Background: an optimization exercise with open tools, aiming at small area, a short achievable clock period and few clock cycles per item. Do not read the settings as production practice. No run shown here included a check of the RTL's function; only the layout flow was run. Power and IR drop assume default switching activity.

## flow/design.v (module list and top-level ports; edited modules follow where they fit)
// module att_ctrl: 45 lines
// module att_dp: 268 lines
// module att_mul_shrink: 1312 lines
// module att_end999: 739 lines
// module att_add32: 189 lines
// module att_add26: 151 lines
// module att_add24: 141 lines
// module att_add17: 101 lines
// module att_add16: 95 lines
// module acceptance_temperature_tuner: 49 lines
module acceptance_temperature_tuner (
    input  logic        i_clk,
    input  logic        i_rst_n,
    input  logic        i_in_valid,
    output logic        o_in_ready,
    input  logic        i_in_kind,
    input  logic [31:0] i_in_start_temp,
    input  logic [16:0] i_in_measured_pct,
    output logic        o_out_valid,
    input  logic        i_out_ready,
    output logic [31:0] o_out_run_temp,
    output logic [31:0] o_out_end_temp,
    output logic [23:0] o_out_run_length,
    output logic [1:0]  o_out_status,
    input  logic        i_cfg_valid,
    output logic        o_cfg_ready,
    input  logic [2:0]  i_cfg_index,
    input  logic [31:0] i_cfg_data
);
  // ...
==> flow/run.sh <==
#!/bin/bash
# synth_recipe.tcl (not shown) runs the flow's synth.tcl, then flattens the netlist and writes it again
# the make line also repeats each setting of config.mk as NAME=value (left out here)
make -C /OpenROAD-flow-scripts/flow DESIGN_CONFIG=/design/flow/config.mk WORK_HOME=/design/flow/orfs CLKGATE_MAP_FILE= SYNTH_SCRIPT=/design/flow/synth_recipe.tcl finish
==> flow/config.mk <==
export PLATFORM = sky130hd
export DESIGN_NAME = acceptance_temperature_tuner
export DESIGN_NICKNAME = acceptance_temperature_tuner
export VERILOG_FILES = /design/flow/design.v
export SDC_FILE = /design/flow/constraint.sdc
export NUM_CORES = 4
export LEC_CHECK = 0
export CAP_MARGIN = 20
export CORE_MARGIN = 2
export CORE_UTILIZATION = 40
export SETUP_SLACK_MARGIN = 3.0
export SLEW_MARGIN = 20
==> flow/constraint.sdc <==
create_clock -name core_clock -period 10.0 [get_ports {i_clk}]
set_input_delay 2.0000 -clock core_clock [delete_from_list [all_inputs] [get_ports {i_clk}]]
set_output_delay 2.0000 -clock core_clock [all_outputs]
set_load 0.01 [all_outputs]
==> metrics.md, run 1 <==
| Metric | Value |
|---|---|
| Reg2Reg Capture Point | u_dp.r_out_end[31]$_DFFE_PP_ |
| Plain + repair buffers | between 300 and 400 |
| Synthesized area | about 52000 um^2 |
| Antenna cells | 4 |
| Post-Synth Simple-Gate Area | around 16% |
| Clock tree sinks | 451 |
| Cell Rows | between 100 and 150 |
| Leak | 25.6 nW |
| CP Buf/Inv Count | 4 |
| Met2 wire len | 83200 um |
| Dpl ws | about 1200 ps |
| CTS Hold Bufs | 0 |
| Status | finished clean |
| # Taps | around 1700 |
| Combinational Power Share | about 52% |
| Worst min path class | reg2reg |
| Vias | 43111 |
| Hold slack | about 450 ps |
| Top cell type's share of synthesized area | approximately a quarter |
| Core area | between 100000 and 150000 um^2 |
| FF/Latch Area | roughly 10000 um^2 |
| Reg2reg setup slack | around 3300 ps |
| H-tree levels | 2 |
| Fin cells | ~7600 |
| Nets | about 7100 |
| Starting Density | between 40% and 50% |
| Syn Nets | around 7000 |
| Crit-path max cell delay | 550 ps |
| Antenna violations before repair | 11 |
| Routed wire length | ~180000 um |
| Area Overhead vs Synth | 12.5% |
| Syn_area_per_cell | around 8.8 um^2 |
| DRC Markers | 0 |
| Met2 Use GR | between 40% and 50% |
| Min cycle time layout | slightly above 7000 ps |
| Avg WL per Cell | between 20 and 25 um |
| Flop and latch count out of synthesis | around 450 |
| Share of layout cells above drive strength 1 | under 10% |
| Root buffer cell | clkbuf_16 |
| Delay-heaviest family, CP | compound AO/OA/AOI/OAI gates |
| CP Max Fanout | 7 |
| Hold Path Depth | 2 |
| # fillers | about 12000 |
==> run 2, diff against run 1 <==
--- a/flow/config.mk
+++ b/flow/config.mk
@@ -8,5 +8,5 @@
 export CAP_MARGIN = 20
 export CORE_MARGIN = 2
 export CORE_UTILIZATION = 40
-export SETUP_SLACK_MARGIN = 3.0
+export SETUP_SLACK_MARGIN = 4.0
 export SLEW_MARGIN = 20
==> metrics.md, run 2 <==
| Metric | Value |
|---|---|
| Clock slew at reported path FFs | 60 ps (about the same) |
| Count leader, synth | inv_1 (unchanged) |
| Leak | 26.8 nW (was 25.6 nW) |
| Dpl ws | 1080 ps (was 1150 ps) |
| Die height | 363 um (unchanged) |
| Total CTS buffers | 57 (was 55) |
| Register area share after synthesis | 19.3% (unchanged) |
| Flop and latch count out of synthesis | 451 (unchanged) |
| Routability cong. | 0.917 (was 0.923) |
| RSZ-0062 raised after global routing | yes (unchanged) |
| Max Cap Viol | 0 (unchanged) |
| Number of synthesized flops with an enable pin | 92 (unchanged) |
| DRC Markers | 0 (unchanged) |
| H-tree levels | 2 (unchanged) |
| Cells after Synth | 5868 (unchanged) |
| CTS Hold Bufs | 0 (unchanged) |
| Boundary Pins | 183 (unchanged) |
| Syn Nets | 7050 (unchanged) |
| Area of the die | 132000 um^2 (unchanged) |
| Setup slack after layout | 2840 ps (was 2950 ps) |
| Most frequent cells after synthesis | inv_1, nand2_1, fa_1 (unchanged) |
| Tightest Pin Transition | 1050 ps (was 1060 ps) |
| Nets | 7291 (was 7117) |
| Final Slew Violations | 0 (unchanged) |
| Antenna violations before repair | 4 (was 11) |
| Starting Density | 40.4% (unchanged) |
| Startpoint Class | input pin (unchanged) |
| Largest net degree at the start of global routing | 135 (was 137) |
| Routed wire length | 180000 um (was 175000 um) |
| Most common cell after layout, fill and taps aside | inv_1 (unchanged) |
| Cell Rows | 131 (unchanged) |
| Post-synthesis cell type count | 104 (unchanged) |
| Antenna cells | 0 (was 4) |
| Worst-path cell chain | dlygate4sd2_1 > ha_4 > nand2_2 > or4_4 > o21ai_4 > o21bai_4 > buf_12 > mux2_4 > ha_4 > a211oi_4 > o21a_1 > o32ai_4 > a2111oi_4 > o21ai_2 > a31oi_4 > nor2b_1 > o21a_1 > o41a_1 > fa_2 > clkinv_8 > a211oi_1 > o311ai_1 > o21ai_1 |
| Power Dens Cells | 155 nW/um^2 (was 154 nW/um^2) |
| Placed Cells | 7502 (was 7510) |
| Yosys top cell by area | fa_1 (unchanged) |
| WS Path Type | in2reg (unchanged) |
| CP Max Fanout | 7 (unchanged) |
| Status | finished clean (unchanged) |
| Pre-antenna DRT Iters | 5 (was 7) |
| Final setup violation count | 0 (unchanged) |
| Core area | 128000 um^2 (unchanged) |
| Dominant cells by area after synthesis | fa_1, dfxtp_1, ha_1 (unchanged) |
| Skew-Pair Late Insertion Delay | 690 ps (about the same) |
| Synthesized area | 51600 um^2 (unchanged) |
| Worst min path class | reg2reg (unchanged) |
| 1st-iter DRT viols | 3567 (was 3134) |
| Vias in the first global route | 45409 (was 44456) |
| Max Buffers Root-to-Sink | 3 (unchanged) |
| # fillers | 11982 (was 12349) |
| TritonCTS clock tree | built (unchanged) |
| Worst EP required | 10510 ps (was 10540 ps) |
| Hold Fails Final Rpt | 0 (unchanged) |
| CP max-delay cell | fa_2 (was or4_4) |
| Max IR drop VDD | 0.209 mV (was 0.165 mV) |
| Setup crit end kind | flop (unchanged) |
| FMAX | 140 MHz (was 142 MHz) |
| Avg WL per Cell | 23.1 um (was 22.9 um) |
| Skew final | 63.8 ps (was 24.2 ps) |
| Max-slew headroom | 29.7% (was 29.2%) |
| Share of layout cells above drive strength 1 | 14.3% (was 8.29%) |
| Area Overhead vs Synth | 18.3% (was 12.5%) |
| Fin crit share | 71.6% (was 70.5%) |
| Root buffer cell | clkbuf_16 (unchanged) |
| First-pass GRT wire length | 273000 um (was 270000 um) |
| Setup_tns | 0 ps (unchanged) |
| Fin cells | 7820 (was 7648) |
| Total gr overflow | 0 (unchanged) |
| Die width | 363 um (unchanged) |
| Antenna-violating nets left | 0 (unchanged) |
| Delay-heaviest family, CP | compound AO/OA/AOI/OAI gates (unchanged) |
| Vias per cell | 5.64 (about the same) |
| Hold slack | 454 ps (was 453 ps) |
| DP Wirelength | 127000 um (was 128000 um) |
| Yosys warns | 2 (unchanged) |
| FFs w/ async S/R, synth | 0% (unchanged) |
| Post-synth top flop | dfxtp_1 (unchanged) |
| GRT Resource Usage Total | 27.1% (was 26.6%) |
| Vias | 44077 (was 43111) |
| Port Buffer Count | 181 (unchanged) |
| Syn_area_per_cell | 8.79 um^2 (unchanged) |
| Overall Power | 9.46 mW (was 8.93 mW) |
| Top cell type's share of synthesized area | 26.3% (unchanged) |
| Min cycle time layout | 7160 ps (was 7050 ps) |
| Most frequent cells in the layout | inv_1, nand2_1, fa_1 (unchanged) |
| CP Buf/Inv Count | 3 (was 4) |
| Clock tree sinks | 451 (unchanged) |
| Crit-path max cell delay | 560 ps (was 550 ps) |
| CP arrival | 7670 ps (was 7590 ps) |
==> run 2: final cells by class <==
class / instances / area (um^2) / area share [%]
Tap cell: 1662 / 2080 / 3.41
Sequential cell: 451 / 10000 / 16.5
Clock buffer: 67 / 1510 / 2.47
Timing Repair Buffer: 506 / 4990 / 8.18
Clock inverter: 41 / 546 / 0.894
Inverter: 901 / 3460 / 5.66
Multi-Input combinational cell: 4189 / 38400 / 62.9
Timing Repair inverter: 3 / 22.5 / 0.0369
==> run 2: path summary, 6_finish.rpt <==
check | startpoint | to | slack, ps | cells after the start
worst max register to register | u_dp.r_step_factor[6]$_SDFFE_PN0P_ | u_dp.r_shr[26]$_SDFF_PN0_ | 3690 | 24
worst max-delay path | i_in_measured_pct[14] | u_dp.r_temp[26]$_SDFF_PN0_ | 2840 | 23
worst min register to register | u_dp.r_step_minimum[20]$_SDFFE_PN0P_ | u_dp.r_step_minimum[20]$_SDFFE_PN0P_ | 450 | 2
worst min-delay path | u_dp.r_step_minimum[20]$_SDFFE_PN0P_ | u_dp.r_step_minimum[20]$_SDFFE_PN0P_ | 450 | 2
==> run 2: where the power goes <==
group,internal [mW],total (mW),leakage (nW),switching (mW)
sequential,2.04,2.16,3.82,0.122
clock,1.34,2.26,1.00,0.918
combinational,2.13,5.04,21.9,2.91
total,5.51,9.46,26.8,3.95
==> run 2: cell families (layout without fill, tap and decap cells) <==
family,after synthesis,after routing,share of synthesized area [%]
XOR/XNOR,117,117,1.99
other,1,1,0.00727
AND/OR/NAND/NOR,1708,1708,15.9
adder cells (fa/ha/maj),1092,1092,36.4
multiplexers,135,135,2.81
buffers and inverters,1230,1518,9.19
AO/OA/AOI/OAI,1134,1136,14.5
flip-flops,451,451,19.3
==> run 2: repair_timing <==
action | 4_1_cts | 5_1_grt
gates resized for setup | 288 | 197
gates cloned | 6 | 5
setup endpoints to repair | 114 | 122
endpoints found under the hold margin | 0 | 0
pin swaps | 87 | 135
setup buffers | 102 | 97
==> run 2: worst register-to-register path, stage by stage (launching register included) <==
cell       delay, ps
dfxtp_4          350
buf_12           140
buf_12           140
and2_4           150
fa_1             540
inv_2             40
fa_2             550
fa_2             200
inv_2             40
fa_1             510
fa_1             510
inv_2             40
fa_1             510
inv_2             50
ha_4             280
nand4_1          140
nand3b_1         230
a2111oi_4        350
o31ai_2          150
o211ai_1         240
a41o_2           440
buf_6            150
o21ai_4           50
mux2i_1          120
o211a_1          230
==> run 2: stage by stage <==
stage	instance area (um^2)	utilization, %
floorplan	51800	-
global placement	55300	43.3
detailed placement	55300	43.3
CTS	59400	46.5
global route	61000	47.8
finish	61000	47.8
==> run 2: metal layers <==
layer  routed length [um]  track usage [%]
met1                72900             34.8
met2                84700             44.6
met3                13400             3.99
met4                 9300             13.1
met5                   32                0
==> module att_dp, before the edit <==
module att_dp (
    input  logic                i_clk,
    input  logic                i_rst_n,
    input  logic                i_cfg_valid,
    input  att_pkg::t_cfg_idx   i_cfg_index,
    input  att_pkg::t_cfg_data  i_cfg_data,
    input  att_pkg::t_temp      i_start_temp,
    input  att_pkg::t_pct       i_measured_pct,
    input  att_pkg::t_cmd       i_cmd,
    output att_pkg::t_sts       o_sts,
    output att_pkg::t_temp      o_run_temp,
    output att_pkg::t_temp      o_end_temp,
    output att_pkg::t_runs      o_run_length,
    output att_pkg::t_status    o_status
);
    att_pkg::t_temp   r_step_initial;
    att_pkg::t_factor r_step_factor;
    att_pkg::t_temp   r_step_minimum;
    att_pkg::t_pct    r_pct_low;
    att_pkg::t_pct    r_pct_high;
    att_pkg::t_runs   r_runs_base;
    att_pkg::t_runs   r_runs_inc;
    att_pkg::t_runs   r_runs_ceiling;
    att_pkg::t_temp   r_temp;
    att_pkg::t_temp   r_step;
    att_pkg::t_temp   r_shr;       
    logic             r_stale;
    logic             r_up;
    logic             r_down;
    att_pkg::t_count  r_count;
    logic [24:0]      r_prod;      
    logic             r_pstale;    
    logic [3:0]       r_pbit;      
    att_pkg::t_runs   r_runs;
    att_pkg::t_status r_status;
    logic             r_start;     
    att_pkg::t_temp   mul_a;
    att_pkg::t_temp   mul_q;
    assign mul_a = r_shr;
    att_mul_shrink u_mul (
        .a (mul_a),
        .f (r_step_factor),
        .p (mul_q)
    );
    logic over_band;
    logic below_band;
    logic ge_high;
    logic ge_low;
    logic [16:0] pct_d0;
    logic [16:0] pct_d1;
    att_add17 u_cmp_high (.a(r_pct_high), .b(~i_measured_pct), .cin(1'b1), .s(pct_d0), .co(ge_high));
    att_add17 u_cmp_low  (.a(i_measured_pct), .b(~r_pct_low), .cin(1'b1), .s(pct_d1), .co(ge_low));
    assign over_band  = !ge_high;
    assign below_band = !ge_low;
    att_pkg::t_temp   step_up;     
    att_pkg::t_temp   step_dn;     
    att_pkg::t_temp   temp_sum;
    logic             temp_ovf;
    att_pkg::t_temp   temp_up;
    att_pkg::t_temp   temp_dn;
    logic             temp_ge;     
    logic             dn_loop;     
    logic             step_ge;     
    att_pkg::t_temp   min_d;
    logic             gave_up;     
    logic             adj_up;
    assign adj_up    = r_down || (r_up && below_band);
    assign step_up   = adj_up ? r_shr : r_step;
    att_add32 u_add_up (.a(r_temp), .b(step_up), .cin(1'b0), .s(temp_sum), .co(temp_ovf));
    assign temp_up   = temp_ovf ? '1 : temp_sum;
    assign step_dn   = (r_up || i_cmd.loop) ? r_shr : r_step;
    att_add32 u_sub_dn (.a(r_temp), .b(~step_dn), .cin(1'b1), .s(temp_dn), .co(temp_ge));
    att_pkg::t_temp   le_d;
    att_add32 u_cmp_le (.a(step_dn), .b(~r_temp), .cin(1'b1), .s(le_d), .co(dn_loop));
    att_add32 u_cmp_min (.a(step_dn), .b(~r_step_minimum), .cin(1'b1), .s(min_d), .co(step_ge));
    assign gave_up   = !step_ge;
    logic             loop_done;
    assign loop_done = temp_ge;
    logic             count_max;
    logic [25:0]      acc_a;
    logic [25:0]      acc_b;
    logic [25:0]      acc_s;
    logic             acc_c;
    logic [24:0]      prod_next;
    logic [23:0]      runs_add;
    logic [25:0]      csa_s;
    logic [25:0]      csa_c;
    logic [24:0]      csa_m;
    logic [25:0]      runs_sum;
    logic             runs_c;
    att_pkg::t_runs   runs_next;
    att_pkg::t_runs   ceil_d;
    logic             runs_ge;     
    att_pkg::t_count  count_inc;
    logic             count_c;
    assign count_max = (r_count == '1);
    assign acc_a     = r_pstale ? {r_prod, 1'b0} : {1'b0, r_prod};
    assign acc_b     = (r_pstale && !r_count[15]) ? '0 : {2'b0, r_runs_inc};
    att_add26 u_add_prod (.a(acc_a), .b(acc_b), .cin(1'b0), .s(acc_s), .co(acc_c));
    assign prod_next = (acc_s[25] || (acc_s[24] && (acc_s[23:0] != '0))) ? 25'h1000000 : acc_s[24:0];
    assign runs_add  = count_max ? '0 : r_runs_inc;
    assign csa_s     = {2'b0, r_runs_base} ^ {1'b0, r_prod} ^ {2'b0, runs_add};
    assign csa_m     = ({1'b0, r_runs_base} & r_prod) | ({1'b0, r_runs_base} & {1'b0, runs_add}) |
                       (r_prod & {1'b0, runs_add});
    assign csa_c     = {csa_m, 1'b0};
    att_add26 u_add_runs (.a(csa_s), .b(csa_c), .cin(1'b0), .s(runs_sum), .co(runs_c));
    assign runs_next = (runs_sum[25] || runs_sum[24]) ? '1 : runs_sum[23:0];
    att_add24 u_cmp_ceil (.a(r_runs), .b(~r_runs_ceiling), .cin(1'b1), .s(ceil_d), .co(runs_ge));
    att_add16 u_inc_count (.a(r_count), .b('0), .cin(1'b1), .s(count_inc), .co(count_c));
    always_ff @(posedge i_clk) begin
        if (!i_rst_n) begin
            r_step_initial <= 32'd65536;
            r_step_factor  <= 16'd32768;
            r_step_minimum <= 32'd1;
            r_pct_low      <= 17'd19661;
            r_pct_high     <= 17'd32768;
            r_runs_base    <= 24'd1000;
            r_runs_inc     <= 24'd100;
            r_runs_ceiling <= 24'd10000;
            r_temp         <= '0;
            r_step         <= '0;
            r_shr          <= '0;
            r_stale        <= 1'b0;
            r_up           <= 1'b0;
            r_down         <= 1'b0;
            r_count        <= '0;
            r_prod         <= '0;
            r_pstale       <= 1'b0;
            r_pbit         <= '0;
            r_runs         <= '0;
        end else begin
            if (i_cfg_valid) begin
                case (i_cfg_index)
                    att_pkg::CfgStepInitial:   r_step_initial <= i_cfg_data;
                    att_pkg::CfgStepFactor:    r_step_factor  <= i_cfg_data[15:0];
                    att_pkg::CfgStepMinimum:   r_step_minimum <= i_cfg_data;
                    att_pkg::CfgPctLow:        r_pct_low      <= i_cfg_data[16:0];
                    att_pkg::CfgPctHigh:       r_pct_high     <= i_cfg_data[16:0];
                    att_pkg::CfgRunsBase:      r_runs_base    <= i_cfg_data[23:0];
                    att_pkg::CfgRunsIncrement: r_runs_inc     <= i_cfg_data[23:0];
                    att_pkg::CfgRunsCeiling:   r_runs_ceiling <= i_cfg_data[23:0];
                    default: begin
                    end
                endcase
            end
            if (r_stale) begin
                r_shr   <= mul_q;
                r_stale <= 1'b0;
            end
            if (r_pstale) begin
                r_prod  <= prod_next;
                r_count <= {r_count[14:0], r_count[15]};
                r_pbit <= r_pbit - 4'd1;
                if (r_pbit == 4'd0) begin
                    r_pstale <= 1'b0;
                end
            end
            if (i_cfg_valid && (i_cfg_index == att_pkg::CfgStepFactor)) begin
                r_shr   <= r_step;
                r_stale <= 1'b1;
            end
            if (i_cfg_valid && (i_cfg_index == att_pkg::CfgRunsIncrement) && (r_count != '0)) begin
                r_pstale <= 1'b1;
                r_pbit   <= 4'd15;
                r_prod   <= '0;
            end
            if (i_cmd.accept_start) begin
                r_temp  <= i_start_temp;
                r_step  <= r_step_initial;
                r_shr   <= r_step_initial;
                r_stale <= 1'b1;
                r_up    <= 1'b0;
                r_down  <= 1'b0;
                r_count <= '0;
                r_prod  <= '0;
                r_runs  <= r_runs_base;
            end
            if (i_cmd.accept_measure) begin
                if (!count_max) begin
                    r_count <= count_inc;
                    r_prod  <= prod_next;
                end
                if (!runs_ge) begin
                    r_runs <= runs_next;
                end
                if (i_cmd.over) begin
                    r_up   <= 1'b1;
                    r_down <= 1'b0;
                    r_temp <= temp_up;
                    r_step <= step_up;
                    if (adj_up) begin
                        r_shr <= mul_q;
                    end
                end else if (i_cmd.below) begin
                    r_up   <= 1'b0;
                    r_down <= 1'b1;
                    r_step <= step_dn;
                    if (r_up) begin
                        r_shr <= mul_q;
                    end
                    if (!dn_loop) begin
                        r_temp <= temp_dn;
                    end
                end else begin
                    r_up   <= 1'b0;
                    r_down <= 1'b0;
                end
            end
            if (i_cmd.loop) begin
                r_step <= r_shr;
                r_shr  <= mul_q;
                if (loop_done) begin
                    r_temp <= temp_dn;
                end
            end
        end
    end
    always_ff @(posedge i_clk) begin
        if (i_cmd.accept_start) begin
            r_status <= att_pkg::StatusContinue;
            r_start  <= 1'b1;
        end
        if (i_cmd.accept_measure) begin
            r_start <= 1'b0;
            if (i_cmd.over) begin
                r_status <= att_pkg::StatusContinue;
            end else if (i_cmd.below) begin
                r_status <= gave_up ? att_pkg::StatusGaveUp : att_pkg::StatusContinue;
            end else begin
                r_status <= att_pkg::StatusSettled;
            end
        end
        if (i_cmd.loop) begin
            r_status <= gave_up ? att_pkg::StatusGaveUp : att_pkg::StatusContinue;
        end
    end
    att_pkg::t_temp end_meas;
    att_pkg::t_temp end_start;
    att_end999 u_end (
        .x (r_temp),
        .y (end_meas)
    );
    att_pkg::t_temp dec_s;
    logic           dec_c;
    att_add32 u_dec (.a(r_temp), .b('1), .cin(1'b0), .s(dec_s), .co(dec_c));
    assign end_start = dec_c ? dec_s : '0;
    att_pkg::t_temp   r_out_temp;
    att_pkg::t_temp   r_out_end;
    att_pkg::t_runs   r_out_len;
    att_pkg::t_status r_out_status;
    always_ff @(posedge i_clk) begin
        if (i_cmd.load_out) begin
            r_out_temp   <= r_temp;
            r_out_end    <= r_start ? end_start : end_meas;
            r_out_len    <= r_runs;
            r_out_status <= r_status;
        end
    end
    assign o_sts.hold       = r_pstale || (r_stale && (r_up || r_down));
    assign o_sts.enter_loop = dn_loop;
    assign o_sts.loop_done  = loop_done;
    assign o_sts.over_band  = over_band;
    assign o_sts.below_band = below_band;
    assign o_run_temp   = r_out_temp;
    assign o_end_temp   = r_out_end;
    assign o_run_length = r_out_len;
    assign o_status     = r_out_status;
endmodule
==> run 3, diff against run 2 <==
--- a/flow/design.v
+++ b/flow/design.v
@@ -137,8 +137,6 @@
     assign below_band = !ge_low;
     att_pkg::t_temp   step_up;     
     att_pkg::t_temp   step_dn;     
-    att_pkg::t_temp   temp_sum;
-    logic             temp_ovf;
     att_pkg::t_temp   temp_up;
     att_pkg::t_temp   temp_dn;
     logic             temp_ge;     
@@ -149,8 +147,13 @@
     logic             adj_up;
     assign adj_up    = r_down || (r_up && below_band);
     assign step_up   = adj_up ? r_shr : r_step;
-    att_add32 u_add_up (.a(r_temp), .b(step_up), .cin(1'b0), .s(temp_sum), .co(temp_ovf));
-    assign temp_up   = temp_ovf ? '1 : temp_sum;
+    att_pkg::t_temp   sum_step;
+    att_pkg::t_temp   sum_shr;
+    logic             ovf_step;
+    logic             ovf_shr;
+    att_add32 u_add_step (.a(r_temp), .b(r_step), .cin(1'b0), .s(sum_step), .co(ovf_step));
+    att_add32 u_add_shr  (.a(r_temp), .b(r_shr),  .cin(1'b0), .s(sum_shr),  .co(ovf_shr));
+    assign temp_up   = adj_up ? (ovf_shr ? '1 : sum_shr) : (ovf_step ? '1 : sum_step);
     assign step_dn   = (r_up || i_cmd.loop) ? r_shr : r_step;
     att_add32 u_sub_dn (.a(r_temp), .b(~step_dn), .cin(1'b1), .s(temp_dn), .co(temp_ge));
     att_pkg::t_temp   le_d;
--- a/flow/config.mk
+++ b/flow/config.mk
@@ -8,5 +8,5 @@
 export CAP_MARGIN = 20
 export CORE_MARGIN = 2
 export CORE_UTILIZATION = 40
-export SETUP_SLACK_MARGIN = 4.0
+export SETUP_SLACK_MARGIN = 3.5
 export SLEW_MARGIN = 20
==> metrics.md, run 3 <==
| Metric | Value |
|---|---|
| Adder-Cell Fraction of Synth Area | 37.4% (was 36.4%) |
| Most frequent cells after synthesis | inv_1, nand2_1, fa_1 (unchanged) |
| DP Wirelength | 131000 um (was 127000 um) |
| Syn_area_per_cell | 8.74 um^2 (was 8.79 um^2) |
| Top cell type's share of synthesized area | 26.6% (was 26.3%) |
| Min cycle time layout | 6330 ps (was 7160 ps) |
| Number of synthesized flops with an enable pin | 92 (unchanged) |
| Die height | 365 um (was 363 um) |
| Count leader, synth | inv_1 (unchanged) |
| Setup crit end kind | flop (unchanged) |
| Cells after Synth | 5954 (was 5868) |
| Yosys top cell by area | fa_1 (unchanged) |
| Clock tree sinks | 451 (unchanged) |
| Avg WL per Cell | 23.1 um (about the same) |
| Nets | 7297 (was 7291) |
| Worst min path class | reg2reg (unchanged) |
| Max Buffers Root-to-Sink | 3 (unchanged) |
| Final Slew Violations | 0 (unchanged) |
| Vias | 43847 (was 44077) |
| CTS Hold Bufs | 0 (unchanged) |
| Pre-antenna DRT Iters | 6 (was 5) |
| Post-synth top flop | dfxtp_1 (unchanged) |
| Total gr overflow | 0 (unchanged) |
| FF/Latch Area | 10100 um^2 (was 10000 um^2) |
| Worst EP required | 10470 ps (was 10510 ps) |
| Synth Area in Compound Gates | 15.2% (was 14.5%) |
| FFs w/ async S/R, synth | 0% (unchanged) |
| Setup_tns | 0 ps (unchanged) |
| Most common cell after layout, fill and taps aside | inv_1 (unchanged) |
| Dominant cells by area after synthesis | fa_1, dfxtp_1, ha_1 (unchanged) |
| DRC Markers | 0 (unchanged) |
| Most frequent cells in the layout | inv_1, nand2_1, fa_1 (unchanged) |
| Skew-Pair Late Insertion Delay | 690 ps (about the same) |
| Skew final | 68.4 ps (was 63.8 ps) |
| RSZ-0062 raised after global routing | no (was yes) |
| Area of the die | 133000 um^2 (was 132000 um^2) |
| Post-Synth Simple-Gate Area | 15.5% (was 15.9%) |
| Final Instance Area | 59100 um^2 (was 61000 um^2) |
| Syn Nets | 7184 (was 7050) |
| Share of layout cells above drive strength 1 | 7.41% (was 14.3%) |
| CP arrival | 6810 ps (was 7670 ps) |
| TritonCTS clock tree | built (unchanged) |
| Max Cap Viol | 0 (unchanged) |
| Power Dens Cells | 204 nW/um^2 (was 155 nW/um^2) |
| Multi-input logic area | 37800 um^2 (was 38400 um^2) |
| Core area | 129000 um^2 (was 128000 um^2) |
| Fin crit share | 63.3% (was 71.6%) |
| Hold Fails Final Rpt | 0 (unchanged) |
| XOR/XNOR Fraction of Synth Area | 2.24% (was 1.99%) |
| First-pass GRT wire length | 272000 um (was 273000 um) |
| Routed wire length | 181000 um (was 180000 um) |
| Antenna-violating nets left | 0 (unchanged) |
| Total CTS buffers | 54 (was 57) |
| Max-slew headroom | 21.1% (was 29.7%) |
| Largest family of logic cells by synthesized area | adder cells (unchanged) |
| Final setup violation count | 0 (unchanged) |
| Reg2reg setup slack | 3670 ps (was 3690 ps) |
| GRT Resource Usage Total | 27.0% (was 27.1%) |
| CP Max Fanout | 11 (was 7) |
| Max IR drop VDD | 0.370 mV (was 0.209 mV) |
| Largest net degree at the start of global routing | 117 (was 135) |
| Area Overhead vs Synth | 13.5% (was 18.3%) |
| Synthesized area | 52100 um^2 (was 51600 um^2) |
| Most used cell, CP | fa_1 |
| Starting Density | 40.3% (was 40.4%) |
| Cell Rows | 132 (was 131) |
| Cell Area, Placed | 55800 um^2 (was 55300 um^2) |
| Status | finished clean (unchanged) |
| Worst-path cell chain | buf_4 > clkinvlp_4 > fa_1 > inv_1 > fa_1 > fa_1 > fa_1 > fa_1 > ha_1 > a21o_1 > a21o_1 > a221oi_2 > a221oi_2 > a311o_2 > a21o_1 > a211o_1 > a31o_4 > a2111o_1 > o211ai_1 (was dlygate4sd2_1 > ha_4 > nand2_2 > or4_4 > o21ai_4 > o21bai_4 > buf_12 > mux2_4 > ha_4 > a211oi_4 > o21a_1 > o32ai_4 > a2111oi_4 > o21ai_2 > a31oi_4 > nor2b_1 > o21a_1 > o41a_1 > fa_2 > clkinv_8 > a211oi_1 > o311ai_1 > o21ai_1) |
| FMAX | 158 MHz (was 140 MHz) |
| Startpoint Class | flop (was input pin) |
| Routability cong. | 0.948 (was 0.917) |
| Vias in the first global route | 43184 (was 45409) |
| Die width | 365 um (was 363 um) |
| Boundary Pins | 183 (unchanged) |
| Final Util | 45.7% (was 47.8%) |
| Root buffer cell | clkbuf_16 (unchanged) |
| Yosys warns | 2 (unchanged) |
| CP max-delay cell | fa_1 (was fa_2) |
| Register area share after synthesis | 19.1% (was 19.3%) |
| Clock slew at reported path FFs | 60 ps (about the same) |
| Tightest Pin Transition | 1180 ps (was 1050 ps) |
| # fillers | 12593 (was 11982) |
| 1st-iter DRT viols | 4052 (was 3567) |
| Flop and latch count out of synthesis | 451 (unchanged) |
| H-tree levels | 2 (unchanged) |
| Mux cell area share after synthesis | 1.57% (was 2.81%) |
| Post-synthesis cell type count | 81 (was 104) |
| WS Path Type | reg2reg (was in2reg) |
| Antenna violations before repair | 8 (was 4) |
| Port Buffer Count | 181 (unchanged) |
| Vias per cell | 5.58 (was 5.64) |
| Crit-path max cell delay | 570 ps (was 560 ps) |
| Leak | 26.8 nW (about the same) |
[run 3: per-layer routing]
layer / vias up / track usage (%) / share of wire (%)
li1: 19848 / - / -
met1: 21867 / 36.8 / 42
met2: 1792 / 44.3 / 46
met3: 338 / 3.40 / 7.8
met4: 2 / 8.77 / 3.7
met5: - / 0 / 0.0072
[run 3: cell type report]
type	instances	area share, %
Antenna cell	3	0.0127
Clock buffer	76	2.71
Clock inverter	26	0.525
Inverter	895	5.78
Multi-Input combinational cell	4285	64.0
Sequential cell	451	17.0
Tap cell	1742	3.69
Timing Repair Buffer	380	6.23
[run 3: cells by family (layout without fill, tap and decap cells)]
group / after synthesis / in the layout
DFF: 451 / 451
adders and majority gates: 1140 / 1140
and+or+nand+nor: 1706 / 1706
buffers and inverters: 1218 / 1377
xor gates and xnor gates: 133 / 133
muxes: 79 / 79
other: 1 / 4
AOI/OAI and AO/OA: 1226 / 1226
[run 3: critical path: cells and delay by family (launching register included)]
kind / cells / cell delay, ps
fa+ha+maj: 6 / 2650
compound gates: 10 / 2620
buf+inv: 3 / 580
flops: 1 / 310
[run 3: final timing paths]
kind,startpoint,end,depth (start not counted)
min reg2reg,u_dp.r_status[0]$_SDFFCE_PP0P_,u_dp.r_out_status[0]$_DFFE_PP_,0
min,u_dp.r_status[0]$_SDFFCE_PP0P_,u_dp.r_out_status[0]$_DFFE_PP_,0
max reg2reg,u_dp.r_temp[7]$_SDFF_PN0_,u_dp.r_out_end[24]$_DFFE_PP_,19
max,u_dp.r_temp[7]$_SDFF_PN0_,u_dp.r_out_end[24]$_DFFE_PP_,19
[run 3: power breakdown]
part           total, mW  internal [mW]  leakage (nW)  switching (mW)
combinational       7.63           3.38          22.0            4.25
sequential          2.26           2.10          3.83           0.158
clock               2.14           1.21         0.930           0.928
[run 3: metrics by stage]
stage / worst slack, ps / hold WS, ps / instances / power, mW
global placement: 2540 / 409 / 7662 / 9.51
finish: 3670 / 428 / 7858 / 12.0
floorplan: 3610 / 400 / 5954 / 7.61
CTS: 3480 / 422 / 7798 / 11.8
detailed placement: 2470 / 408 / 7663 / 9.58
global route: 3490 / 436 / 7857 / 13.0
[run 3: timing repair]
item                       CTS  global route
setup buffers               32            55
resized for setup           91            79
pin swaps                    1            18
gates cloned                 1             1
hold endpoints to repair     0             0
setup endpoints to repair   56            38
==> run 4, diff against run 3 <==
--- a/flow/config.mk
+++ b/flow/config.mk
@@ -5,8 +5,9 @@
 export SDC_FILE = /design/flow/constraint.sdc
 export NUM_CORES = 4
 export LEC_CHECK = 0
+export ABC_CLOCK_PERIOD_IN_PS = 6500
 export CAP_MARGIN = 20
 export CORE_MARGIN = 2
-export CORE_UTILIZATION = 40
+export CORE_UTILIZATION = 60
 export SETUP_SLACK_MARGIN = 3.5
 export SLEW_MARGIN = 20
==> metrics.md, run 4 <==
| Metric | Value |
|---|---|
| Status | finished clean (unchanged) |
| Hold Fails Final Rpt | 0 (unchanged) |
| Yosys top cell by area | fa_1 (unchanged) |
| Core area | 86300 um^2 (was 129000 um^2) |
| Most frequent cells in the layout | inv_1, nand2_1, fa_1 (unchanged) |
| Count leader, synth | inv_1 (unchanged) |
| Vias per cell | 6.10 (was 5.58) |
| Flop and latch count out of synthesis | 451 (unchanged) |
| Die height | 299 um (was 365 um) |
| Cell Area, Placed | 55000 um^2 (was 55800 um^2) |
| Fin crit share | 63.6% (was 63.3%) |
| Met2 Use GR | 62.3% (was 44.3%) |
| Yosys warns | 2 (unchanged) |
| Max Buffers Root-to-Sink | 3 (unchanged) |
| TritonCTS clock tree | built (unchanged) |
| Power Dens Cells | 205 nW/um^2 (was 204 nW/um^2) |
| Antenna-violating nets left | 0 (unchanged) |
| Overall Power | 11.9 mW (was 12.0 mW) |
| CP Max Fanout | 16 (was 11) |
| Max IR drop VDD | 0.526 mV (was 0.370 mV) |
| Port Buffer Count | 181 (unchanged) |
| Worst EP required | 10480 ps (was 10470 ps) |
| FFs w/ async S/R, synth | 0% (unchanged) |
| Skew final | 58.0 ps (was 68.4 ps) |
| Most common cell after layout, fill and taps aside | inv_1 (unchanged) |
| Crit-path max cell delay | 530 ps (was 570 ps) |
| Skew-Pair Late Insertion Delay | 650 ps (was 690 ps) |
| Total CTS buffers | 53 (was 54) |
| DP Wirelength | 127000 um (was 131000 um) |
| Starting Density | 60.3% (was 40.3%) |
| Vias | 44091 (was 43847) |
| Cell Rows | 108 (was 132) |
| Routing usage on met3 | 8.55% (was 3.40%) |
| Root buffer cell | clkbuf_16 (unchanged) |
| Avg WL per Cell | 24.2 um (was 23.1 um) |
| # fillers | 7255 (was 12593) |
| Final Instance Area | 58000 um^2 (was 59100 um^2) |
| FMAX | 157 MHz (was 158 MHz) |
| Top cell type's share of synthesized area | 26.6% (unchanged) |
| First-pass GRT wire length | 263000 um (was 272000 um) |
| Dominant cells by area after synthesis | fa_1, dfxtp_1, ha_1 (unchanged) |
| Tightest Pin Transition | 1160 ps (was 1180 ps) |
| Final setup violation count | 0 (unchanged) |
| Boundary Pins | 183 (unchanged) |
| WS Path Type | reg2reg (unchanged) |
| Multi-input logic area | 37800 um^2 (about the same) |
| Max Cap Viol | 0 (unchanged) |
| Pre-antenna DRT Iters | 5 (was 6) |
| Syn_area_per_cell | 8.74 um^2 (unchanged) |
| Most used cell, CP | fa_1 (unchanged) |
| Register area share after synthesis | 19.1% (unchanged) |
| Die width | 299 um (was 365 um) |
| Routability cong. | 1.01 (was 0.948) |
| H-tree levels | 2 (unchanged) |
| Post-synth top flop | dfxtp_1 (unchanged) |
| Max-slew headroom | 22.6% (was 21.1%) |
| Cells after Synth | 5954 (unchanged) |
| Final Util | 67.2% (was 45.7%) |
| Post-synthesis cell type count | 81 (unchanged) |
| Number of synthesized flops with an enable pin | 92 (unchanged) |
| Met1 usage | 50.7% (was 36.8%) |
| CP arrival | 6840 ps (was 6810 ps) |
| Vias in the first global route | 43411 (was 43184) |
| Most frequent cells after synthesis | inv_1, nand2_1, fa_1 (unchanged) |
| GRT Max-Usage Layer | met2 (unchanged) |
| Worst-path cell chain | buf_6 > and2_1 > fa_1 > inv_1 > fa_1 > fa_1 > inv_1 > fa_1 > fa_1 > inv_1 > fa_1 > inv_1 > ha_2 > a21o_1 > o21bai_1 > a221oi_2 > o2111ai_1 > o21ai_2 > o21ai_2 > a311oi_2 > or3_4 > mux2i_2 > a221oi_2 (was buf_4 > clkinvlp_4 > fa_1 > inv_1 > fa_1 > fa_1 > fa_1 > fa_1 > ha_1 > a21o_1 > a21o_1 > a221oi_2 > a221oi_2 > a311o_2 > a21o_1 > a211o_1 > a31o_4 > a2111o_1 > o211ai_1) |
| Dpl ws | 2870 ps (was 2470 ps) |
| Worst min path class | reg2reg (unchanged) |
| GRT Resource Usage Total | 38.7% (was 27.0%) |
| Clock slew at reported path FFs | 60 ps (about the same) |
| Total gr overflow | 0 (unchanged) |
| Final Slew Violations | 0 (unchanged) |
| Syn Nets | 7184 (unchanged) |
| 1st-iter DRT viols | 3711 (was 4052) |
| Share of layout cells above drive strength 1 | 6.80% (was 7.41%) |
| Largest net degree at the start of global routing | 92 (was 117) |
| Startpoint Class | flop (unchanged) |
| Clock tree sinks | 451 (unchanged) |
| Area Overhead vs Synth | 11.5% (was 13.5%) |
| RSZ-0062 raised after global routing | yes (was no) |
| Antenna violations before repair | 7 (was 8) |
| Leak | 26.6 nW (was 26.8 nW) |
| Setup crit end kind | flop (unchanged) |
| DRC Markers | 0 (unchanged) |
| Setup slack after layout | 3640 ps (was 3670 ps) |
| Routed wire length | 175000 um (was 181000 um) |
| FF/Latch Area | 10000 um^2 (was 10100 um^2) |
| CTS Hold Bufs | 0 (unchanged) |
| Setup_tns | 0 ps (unchanged) |
| Min cycle time layout | 6360 ps (was 6330 ps) |
| Synthesized area | 52100 um^2 (unchanged) |
| CP max-delay cell | fa_1 (unchanged) |
| Area of the die | 89100 um^2 (was 133000 um^2) |
| Nets | 7260 (was 7297) |
[run 4: changes by cell type in the layout (fill, tap and decap cells not counted), sizes merged]
cell / change
clkinv: +4
clkbuf: -1
clkinvlp: -1
buf: -40
bufinv: +2
inv: -3
diode: -2
[run 4: path summary, 6_finish.rpt]
| kind | start | to | slack [ps] | depth (start not counted) |
|---|---|---|---|---|
| worst max-delay path | u_dp.r_step_factor[6]$_SDFFE_PN0P_ | u_dp.r_shr[29]$_SDFF_PN0_ | 3640 | 23 |
| worst min-delay path | u_dp.r_status[0]$_SDFFCE_PP0P_ | u_dp.r_out_status[0]$_DFFE_PP_ | 420 | 0 |
| worst max register to register | u_dp.r_step_factor[6]$_SDFFE_PN0P_ | u_dp.r_shr[29]$_SDFF_PN0_ | 3640 | 23 |
| worst min register to register | u_dp.r_status[0]$_SDFFCE_PP0P_ | u_dp.r_out_status[0]$_DFFE_PP_ | 420 | 0 |
[run 4: per-stage QoR]
stage	instances	hold slack (ps)
global route	7229	431
CTS	7189	414
finish	7230	420
global placement	7070	404
detailed placement	7070	412
floorplan	5954	400
[run 4: what timing repair did]
action                                 in CTS  in global routing
gates cloned                                2                  5
endpoints found under the hold margin       0                  0
setup endpoints to repair                  65                 70
resized for setup                          69                113
buffers inserted                           18                 35
pin swaps                                   1                 12
[run 4: final cells by class]
| class | instances | share of cell area (%) |
|---|---|---|
| antenna | 1 | 0.00431 |
| clock buffer | 71 | 2.60 |
| clock inverter | 28 | 0.582 |
| inverter | 895 | 5.88 |
| multi-input combinational | 4285 | 65.2 |
| sequential | 451 | 17.3 |
| tap | 1155 | 2.49 |
| timing repair buffer | 344 | 5.98 |
[run 4: cells by family after synthesis]
kind of cell | after synthesis | share of synthesized area (%)
and+or+nand+nor | 1706 | 15.5
muxes | 79 | 1.57
other | 1 | 0.00720
DFF | 451 | 19.1
AOI/OAI and AO/OA | 1226 | 15.2
adders and majority gates | 1140 | 37.4
buffers and inverters | 1218 | 8.89
xor gates and xnor gates | 133 | 2.24
[run 4: routing by layer]
metal / wire length, um / share of wire (%)
met5: 58 / 0.033
met3: 17100 / 9.8
met1: 68600 / 39
met4: 8370 / 4.8
met2: 80600 / 46
[run 4: report_power, final]
group | internal [mW] | switching [mW]
Sequential | 2.10 | 0.181
Clock | 1.20 | 0.881
Combinational | 3.28 | 4.26
[run 4: worst max-delay path: cells and delay by family, from the launching register on]
kind	cells	cell delay, ps
multiplexers	1	230
AND/OR/NAND/NOR	2	370
AO/OA/AOI/OAI	8	1670
buffers and inverters	5	410
adder cells (fa/ha/maj)	7	3100
flip-flops	1	410

-- static timing again, ports no longer ideal --
No port has a modelled driver above. Below, the same layouts with a new extraction and two added sets of constraints.
Step 1: set_driving_cell puts a clkbuf_16 on i_clk and a buf_2 on each other input, an assumption about the parent block.
Step 2 times the ports against the registers' clock, not the clock port: input delays grow and output delays shrink by t, the midpoint of the rising clock arrivals with the driver on.
a / b / c = ideal / step 1 / step 2; a / b = the first two.
run	t (ns)	setup slack, ns	latest minus earliest clock arrival (ns)	slew at the worst register clock pin (ns)	worst data-port slew with drivers (ns)
run 1	0.753	2.946 / 2.985 / 2.232	0.026 / 0.026	0.07 / 0.07	0.14
run 2	0.738	2.839 / 2.872 / 2.134	0.067 / 0.068	0.07 / 0.07	0.09
run 3	0.730	3.668 / 3.668 / 3.467	0.069 / 0.069	0.07 / 0.07	0.10
run 4	0.691	3.639 / 3.639 / 3.252	0.058 / 0.058	0.07 / 0.07	0.10
After both steps every run listed still meets setup and hold. The setup slack of run 1, which loses most, moves by +0.039 ns with the drivers and by -0.714 ns with both steps.
